Source: an optimization exercise on an open RTL-to-GDS flow (aim: small area, a short achievable clock period and few clock cycles per item). Production flows keep margins and buffers that such runs may drop. At most, simulation tests tie the RTL to the original design; equivalence was not proved. Power and IR drop assume default switching activity.

## rev 12
==> flow/design.v (excerpt) <==
module tcp_synack_reply_builder (
  input  logic         clk,
  input  logic         rst,
  input  logic         in_valid,
  output logic         in_stall,
  input  logic [271:0] in_data,
  output logic         out_valid,
  input  logic         out_stall,
  output logic [256:0] out_data,
  input  logic         psel,
  input  logic         penable,
  input  logic         pwrite,
  input  logic [2:0]   paddr,
  input  logic [31:0]  pwdata,
  output logic [31:0]  prdata,
  output logic         pready
);
export LEC_CHECK = 0
export ABC_AREA = 0
export CAP_MARGIN = 20
export CORE_MARGIN = 2
export CORE_UTILIZATION = 40
export SETUP_SLACK_MARGIN = 3.9
export SLEW_MARGIN = 20
create_clock -name core_clock -period 8.0 [get_ports {clk}]
standard.sh (not shown) runs the stock make flow with config.mk's settings and CLKGATE_MAP_FILE= SYNTH_SCRIPT=/design/flow/synth_recipe.tcl, a recipe that flattens the netlist after the stock synthesis.
==> flow/flow/run.sh <==
#!/bin/bash
# Standard ORFS layout (the standard.sh), with the port buffers that
# buffer_ports inserts made sky130_fd_sc_hd__buf_1 instead of its default pick.
set -uo pipefail
bash standard.sh BUFFER_PORTS_ARGS="-buffer_cell sky130_fd_sc_hd__buf_1" finish > standard_make.log 2>&1
status=$?
tail -50 standard_make.log
exit $status
Testbench counts of rev 12, summed over its fixed seeds: cycles 9,608, items 9,600.
### rev 12 -> rev 13
--- a/flow/design.v
+++ b/flow/design.v
@@ -534,36 +534,47 @@
   assign ip_b = {ip_s63, ip_s61, ip_s59, ip_s57, ip_s55, ip_s53, ip_s51, ip_s49, ip_s47, ip_s45, ip_s43, ip_s41, ip_s39, ip_s37, ip_s35, ip_c64};
   assign tcp_a = {tcp_c254, tcp_c252, tcp_c250, tcp_c248, tcp_c246, tcp_c244, tcp_c242, tcp_c240, tcp_c238, tcp_c236, tcp_c234, tcp_c232, tcp_c230, tcp_c228, tcp_c226, tcp_s225};
   assign tcp_b = {tcp_s255, tcp_s253, tcp_s251, tcp_s249, tcp_s247, tcp_s245, tcp_s243, tcp_s241, tcp_s239, tcp_s237, tcp_s235, tcp_s233, tcp_s231, tcp_s229, tcp_s227, tcp_c256};
   logic [15:0] tcp_x, tcp_y, tcp_hs, tcp_hc;
   assign tcp_x  = ~tcp_a;
   assign tcp_y  = ~tcp_b;
   assign tcp_hs = tcp_x ^ tcp_y ^ {15'd0, seq_wrap};
   assign tcp_hc = (tcp_x & tcp_y) | ({15'd0, seq_wrap} & (tcp_x ^ tcp_y));
-  localparam int W = 1 + 48 + 48 + 32 + 32 + 32 + 32 + 32 + 32 + 0;
+  logic [15:0] ipx, ipy, tcx, tcy, ip_bs, tcp_bs;
+  logic [3:0] ip_bc, tcp_bc;
+  assign ipx = ~ip_a;
+  assign ipy = ~ip_b;
+  assign tcx = ~tcp_a;
+  assign tcy = ~tcp_b;
+  assign {ip_bc[0], ip_bs[3:0]} = {1'b0, ipx[3:0]} + {1'b0, ipy[3:0]};
+  assign {ip_bc[1], ip_bs[7:4]} = {1'b0, ipx[7:4]} + {1'b0, ipy[7:4]};
+  assign {ip_bc[2], ip_bs[11:8]} = {1'b0, ipx[11:8]} + {1'b0, ipy[11:8]};
+  assign {ip_bc[3], ip_bs[15:12]} = {1'b0, ipx[15:12]} + {1'b0, ipy[15:12]};
+  localparam int W = 1 + 48 + 48 + 32 + 32 + 32 + 32 + 20 + 32;
   logic         ld;
   logic [W-1:0] nxt, q;
   assign ld       = !out_valid || !out_stall;
   assign in_stall = !ld;
-  assign nxt = {1'b1, smac, dmac, dip, sip, ack_in, ack_next, ~ip_a, ~ip_b, tcp_hs, {tcp_hc[14:0], tcp_hc[15]}};
+  assign nxt = {1'b1, smac, dmac, dip, sip, ack_in, ack_next, ip_bs, ip_bc, tcp_hs, {tcp_hc[14:0], tcp_hc[15]}};
   always_ff @(posedge clk) begin
     if (rst)     out_valid <= 1'b0;
     else if (ld) out_valid <= in_valid;
   end
   logic ld_m, hold;
   logic [W-1:0] q_d;
   assign ld_m = ld && match;
   assign hold = !ld;
   assign q_d = (nxt & {W{ld_m}}) | (q & {W{hold}});
   always_ff @(posedge clk) begin
     q <= q_d;
   end
   logic        q_send;
   logic [47:0] q_dmac, q_smac;
   logic [31:0] q_sip, q_dip, q_seq, q_ack;
-  logic [15:0] q_ipx, q_ipy, q_tcpx, q_tcpy;
-  logic        q_wrap;
-  assign {q_send, q_dmac, q_smac, q_sip, q_dip, q_seq, q_ack, q_ipx, q_ipy, q_tcpx, q_tcpy} = q;
-  assign q_wrap = 1'b0;
-  assign out_data = {q_send, q_dmac, q_smac, q_sip, q_dip, eac_add0_ks(q_ipx, q_ipy),
-                     q_seq, q_ack, eac_add0_ks(q_tcpx, q_tcpy)};
+  logic [15:0] q_ips, q_tcps, q_ipc, q_tcpc;
+  logic [3:0] q_ipbc, q_tcpbc;
+  assign {q_send, q_dmac, q_smac, q_sip, q_dip, q_seq, q_ack, q_ips, q_ipbc, q_tcps, q_tcpc} = q;
+  assign q_tcpbc = '0;
+  assign q_ipc = {1'b0, 1'b0, 1'b0, q_ipbc[2], 1'b0, 1'b0, 1'b0, q_ipbc[1], 1'b0, 1'b0, 1'b0, q_ipbc[0], 1'b0, 1'b0, 1'b0, q_ipbc[3]};
+  assign out_data = {q_send, q_dmac, q_smac, q_sip, q_dip, eac_add0_ks(q_ips, q_ipc),
+                     q_seq, q_ack, eac_add0_ks(q_tcps, q_tcpc)};
 endmodule
## What came out
Timing, DRC, antenna: 0 failures across rev 13 and rev 12. Summary of rev 13 over rev 12: wire length increased about 2%, routing usage on met2 increased 4.1 points, total power consumption of the routed design increased about 5.6%. Rev 13: starting utilization of the core area is 0.43 points lower than what rev 12 reported. The total met3 wirelength after detailed routing in rev 13 sits about 9% above the value recorded for rev 12. From rev 12 to rev 13 the numbers moved as follows: total clock sinks now smaller; number of buffers inserted by post-CTS setup repair now smaller; multi-input gate share of total cell area now larger; flip-flop and latch count now smaller. From rev 12 to rev 13 the numbers moved as follows: cell area decreased about 5%; maximum single-stage delay on the critical path decreased 0.03 ns. The higher clock period minus worst slack came out of rev 13.
Testbench counts of rev 13, summed over its fixed seeds: cycles 9,608, items 9,600.


main:
Another version of the RTL of tcp_synack_reply_builder (not shown whole).
Size in the first run: about 21,000 um^2 of cells after synthesis.
## tcp_synack_reply_builder
module tcp_synack_reply_builder (
  input  logic         clk,
  input  logic         rst,
  input  logic         in_valid,
  output logic         in_stall,
  input  logic [271:0] in_data,
  output logic         out_valid,
  input  logic         out_stall,
  output logic [256:0] out_data,
  input  logic         psel,
  input  logic         penable,
  input  logic         pwrite,
  input  logic [2:0]   paddr,
  input  logic [31:0]  pwdata,
  output logic [31:0]  prdata,
  output logic         pready
);
==> flow/config.mk <==
export PLATFORM = sky130hd
export DESIGN_NAME = tcp_synack_reply_builder
export DESIGN_NICKNAME = tcp_synack_reply_builder
export VERILOG_FILES = /design/flow/design.v
export SDC_FILE = /design/flow/constraint.sdc
export NUM_CORES = 4
export LEC_CHECK = 0
export ABC_AREA = 0
export CAP_MARGIN = 20
export CORE_MARGIN = 2
export CORE_UTILIZATION = 40
export SETUP_SLACK_MARGIN = 3.9
export SLEW_MARGIN = 20
==> flow/constraint.sdc <==
create_clock -name core_clock -period 8.0 [get_ports {clk}]
set_input_delay 1.6000 -clock core_clock [delete_from_list [all_inputs] [get_ports {clk}]]
set_output_delay 1.6000 -clock core_clock [all_outputs]
set_load 0.01 [all_outputs]
Scripts as last shown in full above: flow/flow/run.sh
main ran to completion and came out clean on the timing, DRC and antenna checks.
Input-level comparison between the feature branch and main:
--- a/flow/design.v
+++ b/flow/design.v
@@ -105,22 +105,15 @@
   assign {dip_hi, dip_lo} = dip;
   assign {ack_hi, ack_lo} = ack_in;
   assign {seq_hi, seq_lo} = seq_in;
   logic match;
   assign match = (etype == 16'h0800) && (proto == 8'h06) && (dport == local_port) &&
                  (flags[5:0] == 6'h12);
   logic [31:0] ack_next;
-  logic [31:0] seq_pre;
-  always_comb begin
-    seq_pre = seq_in;
-    for (int l = 0; l < 5; l++)
-      for (int i = 0; i < 32; i++)
-        if ((i >> l) & 1) seq_pre[i] = seq_pre[i] & seq_pre[((i >> l) << l) - 1];
-  end
-  assign ack_next = seq_in ^ {seq_pre[30:0], 1'b1};
+  assign ack_next = seq_in + 32'd1;
   logic seq_wrap;
   assign seq_wrap = &seq_in;
   logic [15:0] sh_s, sh_m;
   assign sh_s[0] = sip_hi[0] ^ sip_lo[0] ^ dip_hi[0];
   assign sh_m[0] = (sip_hi[0] & sip_lo[0]) | (sip_hi[0] & dip_hi[0]) | (sip_lo[0] & dip_hi[0]);
   assign sh_s[1] = sip_hi[1] ^ sip_lo[1] ^ dip_hi[1];
   assign sh_m[1] = (sip_hi[1] & sip_lo[1]) | (sip_hi[1] & dip_hi[1]) | (sip_lo[1] & dip_hi[1]);
@@ -543,33 +536,27 @@
   assign tcp_b = {tcp_s255, tcp_s253, tcp_s251, tcp_s249, tcp_s247, tcp_s245, tcp_s243, tcp_s241, tcp_s239, tcp_s237, tcp_s235, tcp_s233, tcp_s231, tcp_s229, tcp_s227, tcp_c256};
   logic [15:0] tcp_x, tcp_y, tcp_hs, tcp_hc;
   assign tcp_x  = ~tcp_a;
   assign tcp_y  = ~tcp_b;
   assign tcp_hs = tcp_x ^ tcp_y ^ {15'd0, seq_wrap};
   assign tcp_hc = (tcp_x & tcp_y) | ({15'd0, seq_wrap} & (tcp_x ^ tcp_y));
   logic [15:0] ipx, ipy, tcx, tcy, ip_bs, tcp_bs;
-  logic [3:0] ip_bc, tcp_bc;
+  logic [1:0] ip_bc, tcp_bc;
   assign ipx = ~ip_a;
   assign ipy = ~ip_b;
   assign tcx = ~tcp_a;
   assign tcy = ~tcp_b;
-  assign {ip_bc[0], ip_bs[3:0]} = {1'b0, ipx[3:0]} + {1'b0, ipy[3:0]};
-  assign {ip_bc[1], ip_bs[7:4]} = {1'b0, ipx[7:4]} + {1'b0, ipy[7:4]};
-  assign {ip_bc[2], ip_bs[11:8]} = {1'b0, ipx[11:8]} + {1'b0, ipy[11:8]};
-  assign {ip_bc[3], ip_bs[15:12]} = {1'b0, ipx[15:12]} + {1'b0, ipy[15:12]};
-  assign {tcp_bc[0], tcp_bs[3:0]} = {1'b0, tcx[3:0]} + {1'b0, tcy[3:0]} + {4'd0, seq_wrap};
-  assign {tcp_bc[1], tcp_bs[7:4]} = {1'b0, tcx[7:4]} + {1'b0, tcy[7:4]};
-  assign {tcp_bc[2], tcp_bs[11:8]} = {1'b0, tcx[11:8]} + {1'b0, tcy[11:8]};
-  assign {tcp_bc[3], tcp_bs[15:12]} = {1'b0, tcx[15:12]} + {1'b0, tcy[15:12]};
-  localparam int W = 1 + 48 + 48 + 32 + 32 + 32 + 32 + 2 * 20;
+  assign {ip_bc[0], ip_bs[7:0]} = {1'b0, ipx[7:0]} + {1'b0, ipy[7:0]};
+  assign {ip_bc[1], ip_bs[15:8]} = {1'b0, ipx[15:8]} + {1'b0, ipy[15:8]};
+  localparam int W = 1 + 48 + 48 + 32 + 32 + 32 + 32 + 18 + 32;
   logic         ld;
   logic [W-1:0] nxt, q;
   assign ld       = !out_valid || !out_stall;
   assign in_stall = !ld;
-  assign nxt = {1'b1, smac, dmac, dip, sip, ack_in, ack_next, ip_bs, ip_bc, tcp_bs, tcp_bc};
+  assign nxt = {1'b1, smac, dmac, dip, sip, ack_in, ack_next, ip_bs, ip_bc, tcp_hs, {tcp_hc[14:0], tcp_hc[15]}};
   always_ff @(posedge clk) begin
     if (rst)     out_valid <= 1'b0;
     else if (ld) out_valid <= in_valid;
   end
   logic ld_m, hold;
   logic [W-1:0] q_d;
   assign ld_m = ld && match;
@@ -578,14 +565,14 @@
   always_ff @(posedge clk) begin
     q <= q_d;
   end
   logic        q_send;
   logic [47:0] q_dmac, q_smac;
   logic [31:0] q_sip, q_dip, q_seq, q_ack;
   logic [15:0] q_ips, q_tcps, q_ipc, q_tcpc;
-  logic [3:0] q_ipbc, q_tcpbc;
-  assign {q_send, q_dmac, q_smac, q_sip, q_dip, q_seq, q_ack, q_ips, q_ipbc, q_tcps, q_tcpbc} = q;
-  assign q_ipc = {1'b0, 1'b0, 1'b0, q_ipbc[2], 1'b0, 1'b0, 1'b0, q_ipbc[1], 1'b0, 1'b0, 1'b0, q_ipbc[0], 1'b0, 1'b0, 1'b0, q_ipbc[3]};
-  assign q_tcpc = {1'b0, 1'b0, 1'b0, q_tcpbc[2], 1'b0, 1'b0, 1'b0, q_tcpbc[1], 1'b0, 1'b0, 1'b0, q_tcpbc[0], 1'b0, 1'b0, 1'b0, q_tcpbc[3]};
+  logic [1:0] q_ipbc, q_tcpbc;
+  assign {q_send, q_dmac, q_smac, q_sip, q_dip, q_seq, q_ack, q_ips, q_ipbc, q_tcps, q_tcpc} = q;
+  assign q_tcpbc = '0;
+  assign q_ipc = {1'b0, 1'b0, 1'b0, 1'b0, 1'b0, 1'b0, 1'b0, q_ipbc[0], 1'b0, 1'b0, 1'b0, 1'b0, 1'b0, 1'b0, 1'b0, q_ipbc[1]};
   assign out_data = {q_send, q_dmac, q_smac, q_sip, q_dip, eac_add0_ks(q_ips, q_ipc),
                      q_seq, q_ack, eac_add0_ks(q_tcps, q_tcpc)};
 endmodule
## What came out
[the feature branch] relative contribution of sequential cells to total power rose 5.4 points relative to main. Destination of the critical timing path = q[0]: main; destination of the critical timing path = q[32]: the feature branch. Compared with main, the feature branch shows number of instances in the synthesized netlist that has gone up by a few percent. Delta(worst setup slack, the feature branch - main) > 0. Delta (the feature branch minus main): number of multi-input combinational cells rose about 10%; maximum frequency higher.
Function was not checked in any run of this note: the RTL went through the layout flow alone.


Another version of the RTL of tcp_synack_reply_builder (not shown whole).
For scale: ~2600 cells after synthesis, roughly 320 flip-flops, about 610 I/O pins, ~21000 um^2 of cells after synthesis.
Settings: LEC_CHECK=0, ABC_AREA=0, CAP_MARGIN=20, CORE_MARGIN=2, CORE_UTILIZATION=40, SETUP_SLACK_MARGIN=3.9, SLEW_MARGIN=20; clock period 8.0 ns.
Scripts as last shown in full above: flow/flow/run.sh
Next try:
--- a/flow/design.v
+++ b/flow/design.v
@@ -103,26 +103,19 @@
   logic [15:0] sip_hi, sip_lo, dip_hi, dip_lo, ack_hi, ack_lo, seq_hi, seq_lo;
   assign {sip_hi, sip_lo} = sip;
   assign {dip_hi, dip_lo} = dip;
   assign {ack_hi, ack_lo} = ack_in;
   assign {seq_hi, seq_lo} = seq_in;
   logic match;
   assign match = (etype == 16'h0800) && (proto == 8'h06) && (dport == local_port) &&
                  (flags[5:0] == 6'h12);
   logic [31:0] ack_next;
-  logic [31:0] seq_pre;
-  always_comb begin
-    seq_pre = seq_in;
-    for (int l = 0; l < 5; l++)
-      for (int i = 0; i < 32; i++)
-        if ((i >> l) & 1) seq_pre[i] = seq_pre[i] & seq_pre[((i >> l) << l) - 1];
-  end
-  assign ack_next = seq_in ^ {seq_pre[30:0], 1'b1};
+  assign ack_next = seq_in + 32'd1;
   logic seq_wrap;
   assign seq_wrap = &seq_in;
   logic [15:0] sh_s, sh_m;
   assign sh_s[0] = sip_hi[0] ^ sip_lo[0] ^ dip_hi[0];
   assign sh_m[0] = (sip_hi[0] & sip_lo[0]) | (sip_hi[0] & dip_hi[0]) | (sip_lo[0] & dip_hi[0]);
   assign sh_s[1] = sip_hi[1] ^ sip_lo[1] ^ dip_hi[1];
   assign sh_m[1] = (sip_hi[1] & sip_lo[1]) | (sip_hi[1] & dip_hi[1]) | (sip_lo[1] & dip_hi[1]);
   assign sh_s[2] = sip_hi[2] ^ sip_lo[2] ^ dip_hi[2];
   assign sh_m[2] = (sip_hi[2] & sip_lo[2]) | (sip_hi[2] & dip_hi[2]) | (sip_lo[2] & dip_hi[2]);
@@ -554,46 +547,38 @@
   assign tcy = ~tcp_b;
   assign {ip_bc[0], ip_bs[1:0]} = {1'b0, ipx[1:0]} + {1'b0, ipy[1:0]};
   assign {ip_bc[1], ip_bs[3:2]} = {1'b0, ipx[3:2]} + {1'b0, ipy[3:2]};
   assign {ip_bc[2], ip_bs[5:4]} = {1'b0, ipx[5:4]} + {1'b0, ipy[5:4]};
   assign {ip_bc[3], ip_bs[7:6]} = {1'b0, ipx[7:6]} + {1'b0, ipy[7:6]};
   assign {ip_bc[4], ip_bs[9:8]} = {1'b0, ipx[9:8]} + {1'b0, ipy[9:8]};
   assign {ip_bc[5], ip_bs[11:10]} = {1'b0, ipx[11:10]} + {1'b0, ipy[11:10]};
   assign {ip_bc[6], ip_bs[13:12]} = {1'b0, ipx[13:12]} + {1'b0, ipy[13:12]};
   assign {ip_bc[7], ip_bs[15:14]} = {1'b0, ipx[15:14]} + {1'b0, ipy[15:14]};
-  assign {tcp_bc[0], tcp_bs[1:0]} = {1'b0, tcx[1:0]} + {1'b0, tcy[1:0]} + {2'd0, seq_wrap};
-  assign {tcp_bc[1], tcp_bs[3:2]} = {1'b0, tcx[3:2]} + {1'b0, tcy[3:2]};
-  assign {tcp_bc[2], tcp_bs[5:4]} = {1'b0, tcx[5:4]} + {1'b0, tcy[5:4]};
-  assign {tcp_bc[3], tcp_bs[7:6]} = {1'b0, tcx[7:6]} + {1'b0, tcy[7:6]};
-  assign {tcp_bc[4], tcp_bs[9:8]} = {1'b0, tcx[9:8]} + {1'b0, tcy[9:8]};
-  assign {tcp_bc[5], tcp_bs[11:10]} = {1'b0, tcx[11:10]} + {1'b0, tcy[11:10]};
-  assign {tcp_bc[6], tcp_bs[13:12]} = {1'b0, tcx[13:12]} + {1'b0, tcy[13:12]};
-  assign {tcp_bc[7], tcp_bs[15:14]} = {1'b0, tcx[15:14]} + {1'b0, tcy[15:14]};
-  localparam int W = 1 + 48 + 48 + 32 + 32 + 32 + 32 + 2 * 24;
+  localparam int W = 1 + 48 + 48 + 32 + 32 + 32 + 32 + 24 + 32;
   logic         ld;
   logic [W-1:0] nxt, q;
   assign ld       = !out_valid || !out_stall;
   assign in_stall = !ld;
-  assign nxt = {1'b1, smac, dmac, dip, sip, ack_in, ack_next, ip_bs, ip_bc, tcp_bs, tcp_bc};
+  assign nxt = {1'b1, smac, dmac, dip, sip, ack_in, ack_next, ip_bs, ip_bc, tcp_hs, {tcp_hc[14:0], tcp_hc[15]}};
   always_ff @(posedge clk) begin
     if (rst)     out_valid <= 1'b0;
     else if (ld) out_valid <= in_valid;
   end
   logic ld_m, hold;
   logic [W-1:0] q_d;
   assign ld_m = ld && match;
   assign hold = !ld;
   assign q_d = (nxt & {W{ld_m}}) | (q & {W{hold}});
   always_ff @(posedge clk) begin
     q <= q_d;
   end
   logic        q_send;
   logic [47:0] q_dmac, q_smac;
   logic [31:0] q_sip, q_dip, q_seq, q_ack;
   logic [15:0] q_ips, q_tcps, q_ipc, q_tcpc;
   logic [7:0] q_ipbc, q_tcpbc;
-  assign {q_send, q_dmac, q_smac, q_sip, q_dip, q_seq, q_ack, q_ips, q_ipbc, q_tcps, q_tcpbc} = q;
+  assign {q_send, q_dmac, q_smac, q_sip, q_dip, q_seq, q_ack, q_ips, q_ipbc, q_tcps, q_tcpc} = q;
+  assign q_tcpbc = '0;
   assign q_ipc = {1'b0, q_ipbc[6], 1'b0, q_ipbc[5], 1'b0, q_ipbc[4], 1'b0, q_ipbc[3], 1'b0, q_ipbc[2], 1'b0, q_ipbc[1], 1'b0, q_ipbc[0], 1'b0, q_ipbc[7]};
-  assign q_tcpc = {1'b0, q_tcpbc[6], 1'b0, q_tcpbc[5], 1'b0, q_tcpbc[4], 1'b0, q_tcpbc[3], 1'b0, q_tcpbc[2], 1'b0, q_tcpbc[1], 1'b0, q_tcpbc[0], 1'b0, q_tcpbc[7]};
   assign out_data = {q_send, q_dmac, q_smac, q_sip, q_dip, eac_add0_ks(q_ips, q_ipc),
                      q_seq, q_ack, eac_add0_ks(q_tcps, q_tcpc)};
 endmodule
Result: Worst setup slack gains 0.36 ns; routed wire length rose by 8.6%; maximum frequency rose by 8.7%; final cell count rose by 2.1%; register-to-register slack gains 0.26 ns.
No run of this note included a check of the RTL's function; only the layout flow was run.

[static timing again, ports no longer ideal]
Ports are ideal in the flow. The routed layouts listed here were re-timed in OpenROAD.
Step 1 assumes that a clkbuf_16 drives the clock port and a buf_2 every other input.
Step 2 times the ports against the registers' clock, not the clock port: input delays grow and output delays shrink by t, the midpoint of the rising clock arrivals with the driver on.
Slacks: no drivers / after step 1 / after step 2; pairs: no drivers / after step 1.
run	t (ns)	setup slack, ns	worst setup path after step 2	pins driven straight from the clock port
rev 12	0.630	3.937 / 3.878 / 3.316	input to register	1
rev 13	0.632	3.932 / 3.910 / 3.339	input to register	1
main	0.611	3.494 / 3.497 / 2.885	input to register	1
the feature branch	0.613	3.901 / 3.909 / 3.329	input to register	1
the first run of note 3	0.608	3.500 / 3.511 / 2.903	input to register	1
the second run of note 3	0.623	3.858 / 3.798 / 3.265	input to register	1
After both steps setup and hold are still met in every run listed. For rev 12, which loses most, drivers alone change the setup slack by -0.059 ns; drivers and shift together by -0.621 ns.
